Context: an optimization exercise on an open-source flow, tuned for small area, a short achievable clock period and few clock cycles per item. The choices shown serve that exercise and are no tape-out recipe.
In this exercise RTL edits were held to simulation tests only and were not proved equivalent to the original.
Power is estimated from default activity; no workload was simulated.

`design/flow/config.mk`:
```
export PLATFORM = sky130hd
export DESIGN_NAME = sorted_list_union_merge
export DESIGN_NICKNAME = sorted_list_union_merge
export VERILOG_FILES = /design/flow/design.v
export SDC_FILE = /design/flow/constraint.sdc
export NUM_CORES = 4
export LEC_CHECK = 0
export CAP_MARGIN = 20
export CORE_MARGIN = 2
export CORE_UTILIZATION = 45
export CTS_CLUSTER_DIAMETER = 90
export CTS_CLUSTER_SIZE = 28
export SETUP_SLACK_MARGIN = 2.9
export SLEW_MARGIN = 20
export TNS_END_PERCENT = 0
```
`design/flow/constraint.sdc`:
```
create_clock -name core_clock -period 5.0 [get_ports {clk}]
set_input_delay 1.0000 -clock core_clock [delete_from_list [all_inputs] [get_ports {clk}]]
set_output_delay 1.0000 -clock core_clock [all_outputs]
set_load 0.01 [all_outputs]
```
`design/flow/design.v`:
```
package slum_pkg;
    localparam int LIST_DEPTH = 16;
    localparam int VAL_W = 32;
endpackage
module slum_list
#(
    parameter int VW = 32,
    parameter int SD = 14
)
(
    input  logic          clk,
    input  logic          rst_n,
    input  logic          wx,
    input  logic          dx,
    input  logic [VW-1:0] val,
    input  logic          pop,
    output logic [VW-1:0] h,
    output logic [VW-1:0] h2,
    output logic [VW-1:0] newest,
    output logic          hv,
    output logic          h2v,
    output logic          adv,
    output logic          full_next
);
    logic [VW-1:0] q [SD];
    logic          s0k;
    logic [SD-2:0] asel;
    logic          ae;
    logic          sh;
    logic          h2_free;
    logic [SD-1:0] rsel;
    logic [VW-1:0] rd_val;
    logic [SD-2:0] asel_free;
    logic [SD-2:0] asel_kept;
    logic [SD-2:0] asel_next;
    logic          s0k_next;
    assign newest = q[0];
    assign ae = ~|asel;
    assign sh = wx && s0k;
    assign h2_free = pop || !hv || !h2v;
    assign adv = (pop || !hv) && h2v;
    assign asel_free = sh ? asel : {1'b0, asel[SD-2:1]};
    assign asel_kept = sh ? {asel[SD-3:0], ae} : asel;
    assign asel_next = h2_free ? asel_free : asel_kept;
    assign s0k_next = wx ? !dx : (s0k && !(h2_free && ae));
    assign full_next = asel_next[SD-2] && (wx || s0k);
    assign rsel = {asel, ae};
    always_comb
    begin
        rd_val = '0;
        for (int k = 0; k < SD; k++)
            rd_val = rd_val | (q[k] & {VW{rsel[k]}});
    end
    always_ff @(posedge clk)
    begin
        if (wx)
            q[0] <= val;
        if (sh)
        begin
            for (int k = 1; k < SD; k++)
                q[k] <= q[k-1];
        end
        if (adv)
            h <= h2;
        if (h2_free)
            h2 <= rd_val;
    end
    always_ff @(posedge clk or negedge rst_n)
    begin
        if (!rst_n)
        begin
            s0k <= 1'b0;
            asel <= '0;
            hv <= 1'b0;
            h2v <= 1'b0;
        end
        else
        begin
            s0k <= s0k_next;
            asel <= asel_next;
            hv <= pop ? h2v : (hv || h2v);
            h2v <= h2_free ? (!ae || s0k) : 1'b1;
        end
    end
endmodule
module sorted_list_union_merge
#(
    parameter int DEPTH = slum_pkg::LIST_DEPTH
)
(
    input  logic    clk,
    input  logic    rst_n,
    input  logic    push,
    output logic    full,
    input  logic [33:0] item,
    output logic    empty,
    input  logic    pop,
    output logic [34:0] result
);
    localparam int VW = slum_pkg::VAL_W;
    localparam int CW = $clog2(DEPTH + 1);
    localparam int SD = DEPTH - 2;
    function automatic logic [1:0] cmp_lt_gt(input logic [VW-1:0] a, input logic [VW-1:0] b);
        logic [VW-1:0] l;
        logic [VW-1:0] g;
        for (int k = 0; k < VW; k++)
        begin
            l[k] = ~a[k] & b[k];
            g[k] = a[k] & ~b[k];
        end
        l[VW-1] = a[VW-1] & ~b[VW-1];
        g[VW-1] = ~a[VW-1] & b[VW-1];
        for (int lv = 1; lv < VW; lv = lv * 2)
        begin
            for (int k = 0; k < VW / (2 * lv); k++)
            begin
                l[k] = l[2*k+1] | (~g[2*k+1] & l[2*k]);
                g[k] = g[2*k+1] | (~l[2*k+1] & g[2*k]);
            end
        end
        cmp_lt_gt = {l[0], g[0]};
    endfunction
    logic [CW-1:0] cnt_a;
    logic [CW-1:0] cnt_b;
    logic [CW-1:0] st_a;
    logic [CW-1:0] st_b;
    logic          ovf;
    logic          first_a;
    logic          first_b;
    logic          accept;
    logic          ld_a;
    logic          ld_b;
    logic          do_m;
    logic          wx_a;
    logic          wx_b;
    logic          dx_a;
    logic          dx_b;
    logic [VW-1:0] new_a;
    logic [VW-1:0] new_b;
    assign accept = push && !full;
    assign ld_a = accept && (item[33:32] == 2'd0);
    assign ld_b = accept && (item[33:32] == 2'd1);
    assign do_m = accept && (item[33:32] == 2'd2);
    assign wx_a = ld_a && !cnt_a[CW-1];
    assign wx_b = ld_b && !cnt_b[CW-1];
    assign dx_a = !first_a && (item[31:0] == new_a);
    assign dx_b = !first_b && (item[31:0] == new_b);
    always_ff @(posedge clk or negedge rst_n)
    begin
        if (!rst_n)
        begin
            cnt_a <= '0;
            cnt_b <= '0;
            st_a <= '0;
            st_b <= '0;
            ovf <= 1'b0;
            first_a <= 1'b1;
            first_b <= 1'b1;
        end
        else if (do_m)
        begin
            cnt_a <= '0;
            cnt_b <= '0;
            st_a <= '0;
            st_b <= '0;
            ovf <= 1'b0;
            first_a <= 1'b1;
            first_b <= 1'b1;
        end
        else
        begin
            if (wx_a)
            begin
                cnt_a <= cnt_a + CW'(1);
                first_a <= 1'b0;
                if (!dx_a)
                    st_a <= st_a + CW'(1);
            end
            if (wx_b)
            begin
                cnt_b <= cnt_b + CW'(1);
                first_b <= 1'b0;
                if (!dx_b)
                    st_b <= st_b + CW'(1);
            end
            if ((ld_a && cnt_a[CW-1]) || (ld_b && cnt_b[CW-1]))
                ovf <= 1'b1;
        end
    end
    logic [VW-1:0] ha;
    logic [VW-1:0] hb;
    logic [VW-1:0] ha2;
    logic [VW-1:0] hb2;
    logic          ha_v;
    logic          hb_v;
    logic          ha2_v;
    logic          hb2_v;
    logic          adv_a;
    logic          adv_b;
    logic          pop_a;
    logic          pop_b;
    logic          fa_next;
    logic          fb_next;
    slum_list #(
        .VW(VW),
        .SD(SD)
    ) u_a (
        .clk(clk),
        .rst_n(rst_n),
        .wx(wx_a),
        .dx(dx_a),
        .val(item[31:0]),
        .pop(pop_a),
        .h(ha),
        .h2(ha2),
        .newest(new_a),
        .hv(ha_v),
        .h2v(ha2_v),
        .adv(adv_a),
        .full_next(fa_next)
    );
    slum_list #(
        .VW(VW),
        .SD(SD)
    ) u_b (
        .clk(clk),
        .rst_n(rst_n),
        .wx(wx_b),
        .dx(dx_b),
        .val(item[31:0]),
        .pop(pop_b),
        .h(hb),
        .h2(hb2),
        .newest(new_b),
        .hv(hb_v),
        .h2v(hb2_v),
        .adv(adv_b),
        .full_next(fb_next)
    );
    logic [2*CW:0] pend0;
    logic [2*CW:0] pend1;
    logic          pv0;
    logic          pv1;
    logic          take_p;
    logic          byp;
    logic          enq;
    logic          pv1_next;
    logic          done;
    assign take_p = done && pv0;
    assign byp = done && !pv0 && do_m;
    assign enq = do_m && !byp;
    assign pv1_next = take_p ? (pv1 && enq) : (pv1 || (pv0 && enq));
    always_ff @(posedge clk)
    begin
        if (take_p ? (pv1 || enq) : (enq && !pv0))
            pend0 <= (take_p && pv1) ? pend1 : {st_a, st_b, ovf};
        if (enq && (take_p ? pv1 : pv0))
            pend1 <= {st_a, st_b, ovf};
    end
    always_ff @(posedge clk or negedge rst_n)
    begin
        if (!rst_n)
        begin
            pv0 <= 1'b0;
            pv1 <= 1'b0;
        end
        else
        begin
            pv0 <= take_p ? (pv1 || enq) : (pv0 || enq);
            pv1 <= pv1_next;
        end
    end
    logic [CW-1:0] n_cnt_a;
    logic [CW-1:0] n_cnt_b;
    assign n_cnt_a = do_m ? '0 : cnt_a + CW'(wx_a);
    assign n_cnt_b = do_m ? '0 : cnt_b + CW'(wx_b);
    always_ff @(posedge clk or negedge rst_n)
    begin
        if (!rst_n)
        begin
            full <= 1'b0;
        end
        else
        begin
            full <= (fa_next && !n_cnt_a[CW-1]) || (fb_next && !n_cnt_b[CW-1]) || pv1_next;
        end
    end
    logic          act;
    logic [CW-1:0] ra;
    logic [CW-1:0] rb;
    logic          a0;
    logic          a1;
    logic          b0;
    logic          b1;
    logic          r_ovf;
    logic          f_lt;
    logic          f_gt;
    logic [1:0]    f_q;
    logic [1:0]    q_2h;
    logic [1:0]    q_h2;
    logic [1:0]    q_22;
    logic          s_22;
    logic          s_2h;
    logic          s_h2;
    logic          s_hh;
    logic [1:0]    c_2h;
    logic [1:0]    c_h2;
    logic [1:0]    c_22;
    logic          take_a;
    logic          take_b;
    logic          step;
    logic [VW-1:0] r_val;
    logic [VW-1:0] v_gt;
    logic [VW-1:0] v_le;
    logic          r_last;
    logic [2*CW:0] cmd_next;
    logic          o_valid;
    logic [34:0]   o_data;
    assign c_2h = cmp_lt_gt(ha2, hb);
    assign c_h2 = cmp_lt_gt(ha, hb2);
    assign c_22 = cmp_lt_gt(ha2, hb2);
    assign {f_lt, f_gt} = (q_22 & {2{s_22}}) | (q_2h & {2{s_2h}})
                        | (q_h2 & {2{s_h2}}) | (f_q & {2{s_hh}});
    assign take_a = !a0 && (b0 || !f_gt);
    assign take_b = !b0 && (a0 || !f_lt);
    assign step = act && (!o_valid || pop) && (a0 || ha_v) && (b0 || hb_v);
    assign pop_a = step && take_a;
    assign pop_b = step && take_b;
    assign v_le = a0 ? (hb & {VW{!b0}}) : ha;
    assign v_gt = b0 ? v_le : hb;
    assign r_val = f_gt ? v_gt : v_le;
    assign r_last = (a0 && b0) || (a0 && b1) || (b0 && a1)
                 || (a1 && b1 && !f_lt && !f_gt);
    assign done = !act || (step && r_last);
    assign cmd_next = pv0 ? pend0 : {st_a, st_b, ovf};
    always_ff @(posedge clk or negedge rst_n)
    begin
        if (!rst_n)
        begin
            act <= 1'b0;
        end
        else if (done)
        begin
            act <= pv0 || do_m;
        end
    end
    always_ff @(posedge clk)
    begin
        q_2h <= c_2h;
        q_h2 <= c_h2;
        q_22 <= c_22;
        f_q <= {f_lt, f_gt};
        s_22 <= adv_a && adv_b;
        s_2h <= adv_a && !adv_b;
        s_h2 <= !adv_a && adv_b;
        s_hh <= !adv_a && !adv_b;
        if (done)
        begin
            {ra, rb, r_ovf} <= cmd_next;
            a0 <= (cmd_next[2*CW:CW+1] == CW'(0));
            a1 <= (cmd_next[2*CW:CW+1] == CW'(1));
            b0 <= (cmd_next[CW:1] == CW'(0));
            b1 <= (cmd_next[CW:1] == CW'(1));
        end
        else if (step)
        begin
            if (take_a)
            begin
                ra <= ra - CW'(1);
                a0 <= a1;
                a1 <= (ra == CW'(2));
            end
            if (take_b)
            begin
                rb <= rb - CW'(1);
                b0 <= b1;
                b1 <= (rb == CW'(2));
            end
        end
    end
    always_ff @(posedge clk or negedge rst_n)
    begin
        if (!rst_n)
        begin
            o_valid <= 1'b0;
        end
        else if (step)
        begin
            o_valid <= 1'b1;
        end
        else if (pop)
        begin
            o_valid <= 1'b0;
        end
    end
    always_ff @(posedge clk)
    begin
        if (step)
            o_data <= {r_val, r_last, a0 && b0, r_ovf};
    end
    assign empty = !o_valid;
    assign result = o_data;
endmodule
```
`design/flow/run.sh`:
```
#!/bin/bash
# synth_recipe.tcl (not shown) runs the flow's synth.tcl, then flattens the netlist and writes it again
# the make line also repeats each setting of config.mk as NAME=value (left out here)
make -C /OpenROAD-flow-scripts/flow DESIGN_CONFIG=/design/flow/config.mk WORK_HOME=/design/flow/orfs CLKGATE_MAP_FILE= SYNTH_SCRIPT=/design/flow/synth_recipe.tcl finish
```
==> results of run 1 <==
## layout by cell type (no fill, tap or decap), types with 8 or more instances in the layout
cell type | synthesis | layout
a21o_1 | 11 | 10
mux2_4 | 10 | 10
a221oi_1 | 130 | 130
clkbuf_1 | 115 | 24
xnor2_1 | 21 | 19
a31oi_1 | 12 | 11
a21oi_1 | 68 | 67
nor4_2 | 0 | 10
xor2_1 | 62 | 62
o21ai_0 | 81 | 78
maj3_1 | 27 | 27
clkdlybuf4s15_1 | 0 | 12
nand4_1 | 73 | 73
buf_2 | 10 | 15
nor2_1 | 101 | 99
ha_1 | 8 | 8
nand3_1 | 11 | 9
a211oi_1 | 10 | 10
dfrtp_1 | 58 | 55
clkbuf_2 | 0 | 8
mux2i_1 | 12 | 12
nor2b_1 | 33 | 33
dlymetal6s2s_1 | 0 | 8
o22ai_1 | 36 | 35
a22o_1 | 83 | 83
clkbuf_16 | 0 | 52
buf_16 | 0 | 11
nand2b_1 | 33 | 32
a22oi_1 | 137 | 137
edfxtp_1 | 1096 | 1096
buf_12 | 1 | 15
o21a_1 | 8 | 8
dfxtp_1 | 12 | 11
buf_6 | 0 | 18
inv_1 | 65 | 62
nand2_1 | 213 | 209
dlygate4sd2_1 | 0 | 26
nor3_1 | 17 | 13
buf_4 | 0 | 53
a222oi_1 | 65 | 65
## routing by layer
metal,vias to the layer above,wire length [µm]
met5,-,40
met4,6,3400
met1,13597,48700
met2,1312,55700
li1,11275,-
met3,175,9660
## sequential cells by signal (all words and copies together), names as in the netlist, 2 cells and up
signal / flops
u_b.h2: 32
u_a.asel: 13
u_b.q: 448
ra: 5
u_a.q: 448
cnt_a: 5
q_2h: 2
pend1: 11
st_a: 5
f_q: 2
q_22: 2
u_b.h: 32
u_a.h: 32
u_b.asel: 13
u_a.h2: 32
pend0: 11
q_h2: 2
st_b: 5
o_data: 35
cnt_b: 5
rb: 5
## what timing repair did
item	4_1_cts	5_1_grt
gates cloned	13	1
resized for setup	198	60
pin swaps	14	21
buffers inserted	25	12
setup endpoints to repair	1220	1137
## layout make-up
cell class              count  area (µm²)
repair inverters            2        13.8
inverters                  68         284
flip-flops and latches   1168       34700
well taps                1287        1610
diodes                      3        7.51
multi-input cells        1380        9640
repair buffers            177        1970
fillers                  8077       48900
clock buffers              76        1380
clock inverters             9         116
## power groups by stage
| stage | clock network [µW] | logic, µW | registers [µW] |
|---|---|---|---|
| floorplan | 0 | 2840 | 12500 |
| global route | 5430 | 5620 | 12500 |
| CTS | 5100 | 5110 | 12400 |
| detailed placement | 0 | 4950 | 12600 |
| finish | 5000 | 5260 | 12400 |
| global placement | 0 | 4890 | 12600 |
## cells by family after synthesis
family,after synthesis,synth area share (%)
flops,1168,77.4
compound gates,699,11.9
simple gates,535,5.78
buf+inv,200,1.74
xor+xnor,83,1.62
fa+ha+maj,35,0.827
mux,26,0.704
## through the flow
stage | area (µm²) | util [%] | worst slack, ns
CTS | 49400 | 50.2 | 2.66
global route | 49700 | 50.4 | 2.66
floorplan | 44800 | - | -3.05
detailed placement | 47200 | 47.9 | 1.28
finish | 49700 | 50.4 | 2.71
global placement | 47200 | 47.9 | 1.40
## worst max path at each step
stage                      startpoint             to  cells past startpoint
after global routing      u_b.asel[4]      u_b.h2[1]                      8
after detailed placement     item[33]  u_b.q[11][22]                      7
after global placement       item[33]    u_b.q[1][8]                      7
after CTS                  o_data[26]     result[26]                      1
after floorplan                  push   u_b.q[10][0]                      6
final                      o_data[33]     result[33]                      1
## worst register-to-register path: stages (launching register included)
cell and delay (ns):
dfrtp_1 0.39, buf_6 0.19, buf_12 0.21, a22oi_1 0.21, nand2_1 0.07, a221oi_1 0.24
nand4_1 0.51
==> flow_summary.yaml, run 1 <==
run_status:
  status: "complete, no violations"
hold_path:
  hold_path.class: "register to register"
  hold_end: "u_b.q[9][21]"
  holdPathStages: 0
  min-delay-start: "u_b.q[8][21]"
clock_network:
  h-tree-depth: 2
  cts_tree: "built"
  cts.sinks: 1168
  root_buffer: "clkbuf_16"
  clkLatencyLatePin_ns: 0.68
  cts.hold.buffers_added: 0
  path_clk_slew_ns: 0.11
  clockBufferDepth: 3
  cts_buffers: 50
synthesis:
  synth_common_cells: "edfxtp_1 (1096), nand2_1 (213), a22oi_1 (137)"
  netlist_area_um2: 44800
  yosysTopAreaCell: "edfxtp_1"
  yosys.cell_types.count: 77
  syn-num-nets: 2792
  ys_warn_count: 3
  yosys_register_bits: 1168
  synth.most_common_cell: "edfxtp_1"
  synth.area.top_cells: "edfxtp_1 (74%), dfrtp_1 (3.2%), a221oi_1 (2.5%)"
  ys.flop_type: "edfxtp_1"
  async_flop_share_pct: 5.14
  seq_area_frac_synth_pct: 77.4
  syn_avg_cell_area_um2: 16.3
  yosysTopAreaCellShare_pct: 73.5
  synthCells: 2746
  synth-edff-count: 1096
pwr:
  p_total_uw: 22600
  power_frac_comb_pct: 23.2
  leakage_uw: 0.0160
  switching_power_uw: 7190
  ir_worst_vdd_v: 0.000325
  power_frac_seq_pct: 54.7
  power.density_nw_per_um2: 456
  p_sw_share_pct: 31.7
  internal_power_uw: 15500
  p_clk_share_pct: 22.1
sta:
  fin_crit_ns: 2.29
  fin_skew_ns: 0.0331
  tns_ns: 0
  hold_violations: 0
  relSlewSlack_pct: 37.0
  rsz0062_at_grt: "yes"
  worstMarginPinSlew_ns: 0.945
  whs_ns: 0.443
  setup_viol: 0
  fin_crit_sh_pct: 45.8
  timing.fmax_mhz: 437
  slew_violations: 0
detailed_routing:
  antenna_left: 0
  vias: 26365
  drt_iter0_drc: 3747
  vias_per_cell: 6.32
  drt_pre_antenna_iters: 9
  wl_per_cell_um: 28.2
  wirelength_um: 118000
  route.detailed.drc: 0
placed_design:
  dp_hpwl_um: 70900
  dp.cells: 4031
  port_buffers: 74
  gp_congestion: 0.880
die:
  core_area_um2: 98600
  die_x_um: 319
  io_pins: 75
  num_rows: 115
  die_area_um2: 102000
  floorplan.initialDensity_pct: 45.4
  dieHeight_um: 319
critical_path:
  path_cells: "buf_2"
  path_class: "register to output pin"
  cp_top_family: "flip-flops"
  reg2regPathDepth: 6
  startpoint_type: "register"
  cp_slowest_stage_delay_ns: 0.45
  cp.arrival_ns: 1.29
  cp_num_buf_inv: 1
  end_kind: "output pin"
  cp.required_ns: 4.00
  r2r_end: "u_a.h2[10]"
  cp_max_fo: 1
  rrSetupSlack_ns: 2.73
  rr_startpoint: "u_a.asel[1]"
  slowest_stage: "edfxtp_1"
final_layout:
  fin_nets: 2893
  drive_gt1_share_pct: 9.58
  area_growth_syn_to_layout_pct: 11.0
  finalNonFillerCells: 4170
grt:
  globalRouteMet2Util_pct: 36.7
  grt_max_degree: 91
  grt_usage_pct: 22.6
  met3_usage_pct: 3.15
  grt_use_met1_pct: 32.0
  top_usage_layer: "met2"
  antenna_found_initial: 7
  grt_pass1_wl_um: 172000
  grt_pass1_vias: 25539
  grt_overflow: 0
flow_run:
  cap_violations: 0
Testbench counts, summed over its fixed seeds: cycles 8,656, results 6,673.
==> run 2: changes to the inputs <==
--- a/design/flow/config.mk
+++ b/design/flow/config.mk
@@ -10,6 +10,6 @@
 export CORE_UTILIZATION = 45
 export CTS_CLUSTER_DIAMETER = 90
 export CTS_CLUSTER_SIZE = 28
-export SETUP_SLACK_MARGIN = 2.9
+export SETUP_SLACK_MARGIN = 3.3
 export SLEW_MARGIN = 20
 export TNS_END_PERCENT = 0
==> flow_summary.yaml, run 2 <==
detailed_routing:
  vias: 26365
  route.detailed.drc: 0
  drt_iter0_drc: 3747
  wl_per_cell_um: 28.2
  drt_pre_antenna_iters: 9
  antenna_left: 0
  vias_per_cell: 6.32
  wirelength_um: 118000
die:
  num_rows: 115
  core_area_um2: 98600
  die_area_um2: 102000
  die_x_um: 319
  dieHeight_um: 319
  io_pins: 75
  floorplan.initialDensity_pct: 45.4
synthesis:
  syn_avg_cell_area_um2: 16.3
  yosysTopAreaCell: "edfxtp_1"
  netlist_area_um2: 44800
  syn-num-nets: 2792
  ys_warn_count: 3
  yosys_register_bits: 1168
  synth.area.top_cells: "edfxtp_1 (74%), dfrtp_1 (3.2%), a221oi_1 (2.5%)"
  synthCells: 2746
  synth-edff-count: 1096
  ys.flop_type: "edfxtp_1"
  yosysTopAreaCellShare_pct: 73.5
  synth_common_cells: "edfxtp_1 (1096), nand2_1 (213), a22oi_1 (137)"
  seq_area_frac_synth_pct: 77.4
  yosys.cell_types.count: 77
  async_flop_share_pct: 5.14
  synth.most_common_cell: "edfxtp_1"
pwr:
  power_frac_seq_pct: 54.7
  internal_power_uw: 15500
  leakage_uw: 0.0160
  switching_power_uw: 7190
  p_sw_share_pct: 31.7
  power_frac_comb_pct: 23.2
  ir_worst_vdd_v: 0.000325
  p_clk_share_pct: 22.1
  p_total_uw: 22600
  power.density_nw_per_um2: 456
critical_path:
  cp_max_fo: 1
  cp.arrival_ns: 1.29
  path_cells: "buf_2"
  cp.required_ns: 4.00
  cp_top_family: "flip-flops"
  path_class: "register to output pin"
  end_kind: "output pin"
  slowest_stage: "edfxtp_1"
  cp_slowest_stage_delay_ns: 0.45
  startpoint_type: "register"
  cp_num_buf_inv: 1
placed_design:
  gp_congestion: 0.880
  dp_hpwl_um: 70900
  dpl_cell_area_um2: 47200
  dp.cells: 4031
  port_buffers: 74
clock_network:
  clkLatencyLatePin_ns: 0.68
  h-tree-depth: 2
  cts.sinks: 1168
  cts.hold.buffers_added: 0
  cts_buffers: 50
  clockBufferDepth: 3
  path_clk_slew_ns: 0.11
  cts_tree: "built"
  root_buffer: "clkbuf_16"
grt:
  grt_max_degree: 91
  grt_usage_pct: 22.6
  grt_overflow: 0
  antenna_found_initial: 7
  grt_pass1_vias: 25539
  grt_pass1_wl_um: 172000
sta:
  timing.fmax_mhz: 437
  tns_ns: 0
  hold_violations: 0
  worstMarginPinSlew_ns: 0.945
  fin_crit_ns: 2.29
  fin_skew_ns: 0.0331
  setup_viol: 0
  fin_crit_sh_pct: 45.8
  slew_violations: 0
  rsz0062_at_grt: "yes"
  relSlewSlack_pct: 37.0
final_layout:
  design_area_um2: 49700
  area_growth_syn_to_layout_pct: 11.0
  final_common_cell: "edfxtp_1"
  seq_area_um2: 34700
  most-common-layout-cells: "edfxtp_1 (1096), nand2_1 (209), a22oi_1 (137), a221oi_1 (130), nor2_1 (99)"
  fin_nets: 2893
  finalNonFillerCells: 4170
  drive_gt1_share_pct: 9.58
  fillers: 8077
  multi_input_area_um2: 9640
  top_regs: "u_a.q x448, u_b.q x448, o_data x35"
run_status:
  status: "complete, no violations"
flow_run:
  cap_violations: 0
hold_path:
  hold_path.class: "register to register"
[run 2: cell counts after synthesis]
No cell type changed its count.
[run 2: what timing repair did]
| action | CTS | global route |
|---|---|---|
| gates resized for setup | 198 | 60 |
| endpoints found under the setup margin | 1302 | 1312 |
| cloned | 13 | 1 |
| pin swaps | 14 | 21 |
| setup buffers | 25 | 12 |
[run 2: cell families after synthesis]
group,after synthesis,share of synthesized area [%]
xor gates and xnor gates,83,1.62
muxes,26,0.704
buffers and inverters,200,1.74
DFF,1168,77.4
adders and majority gates,35,0.827
AOI/OAI and AO/OA,699,11.9
and+or+nand+nor,535,5.78
[run 2: power by group through the flow]
stage	sequential (µW)	combinational, µW	clock [µW]
after floorplan	12500	2840	0
after global placement	12600	4890	0
after detailed placement	12600	4950	0
after CTS	12400	5110	5100
after global routing	12500	5620	5430
final	12400	5260	5000
[run 2: final cells by class]
| cell class | instances | area share (%) |
|---|---|---|
| flip-flops and latches | 1168 | 69.8 |
| multi-input cells | 1380 | 19.4 |
| repair buffers | 177 | 3.97 |
| well taps | 1287 | 3.24 |
| clock buffers | 76 | 2.78 |
| inverters | 68 | 0.572 |
| clock inverters | 9 | 0.234 |
| repair inverters | 2 | 0.0277 |
| diodes | 3 | 0.0151 |
[run 2: stage by stage]
| stage | hold WS [ns] | worst slack, ns | util (%) |
|---|---|---|---|
| detailed placement | 0.433 | 1.28 | 47.9 |
| global placement | 0.429 | 1.40 | 47.9 |
| finish | 0.443 | 2.71 | 50.4 |
| floorplan | 0.400 | -3.05 | - |
| CTS | 0.436 | 2.66 | 50.2 |
| global route | 0.448 | 2.66 | 50.4 |
[run 2: worst paths after layout]
check                             startpoint           end  slack (ns)  depth (start not counted)
worst max-delay path              o_data[33]    result[33]        2.71                          1
worst min-delay path            u_b.q[8][21]  u_b.q[9][21]        0.44                          0
worst max register to register   u_a.asel[1]    u_a.h2[10]        2.73                          6
worst min register to register  u_b.q[8][21]  u_b.q[9][21]        0.44                          0
max in group asynchronous              rst_n   u_a.asel[0]        3.80                          2
min in group asynchronous              rst_n        u_b.hv        0.52                          2
[run 2: routing by layer]
metal | global-route usage, % | up-vias | wire length (µm) | share of wire (%)
li1 | - | 11275 | - | -
met1 | 32.0 | 13597 | 48700 | 41
met2 | 36.7 | 1312 | 55700 | 47
met3 | 3.15 | 175 | 9660 | 8.2
met4 | 6.51 | 6 | 3400 | 2.9
met5 | 0 | - | 40 | 0.034

[what the ideal ports hide]
How much do the figures lean on ideal ports? The routed layouts below were timed once more, with nothing changed but the port constraints.
Step 1 (the two cells are an assumption about what drives the block):
set clk [get_ports {clk}]
set_driving_cell -lib_cell sky130_fd_sc_hd__clkbuf_16 $clk
set_driving_cell -lib_cell sky130_fd_sc_hd__buf_2 [delete_from_list [all_inputs] $clk]
Step 2 adds t to the input delays and takes it off the output delays; t is the mean of the earliest and latest rising clock arrival at the registers after step 1. Input paths then give back, and output paths get back, about the clock's delay inside the block.
Three values: ideal ports, drivers, drivers and shift; two values: the first two.
run	shift t [ns]	slack for setup (ns)	hold slack, ns	slew at the worst register clock pin (ns)
run 1	0.733	2.712 / 2.645 / 1.998	0.443 / 0.443 / 0.443	0.11 / 0.11
run 2	0.733	2.712 / 2.645 / 1.998	0.443 / 0.443 / 0.443	0.11 / 0.11
After both steps setup and hold are still met in every run listed.
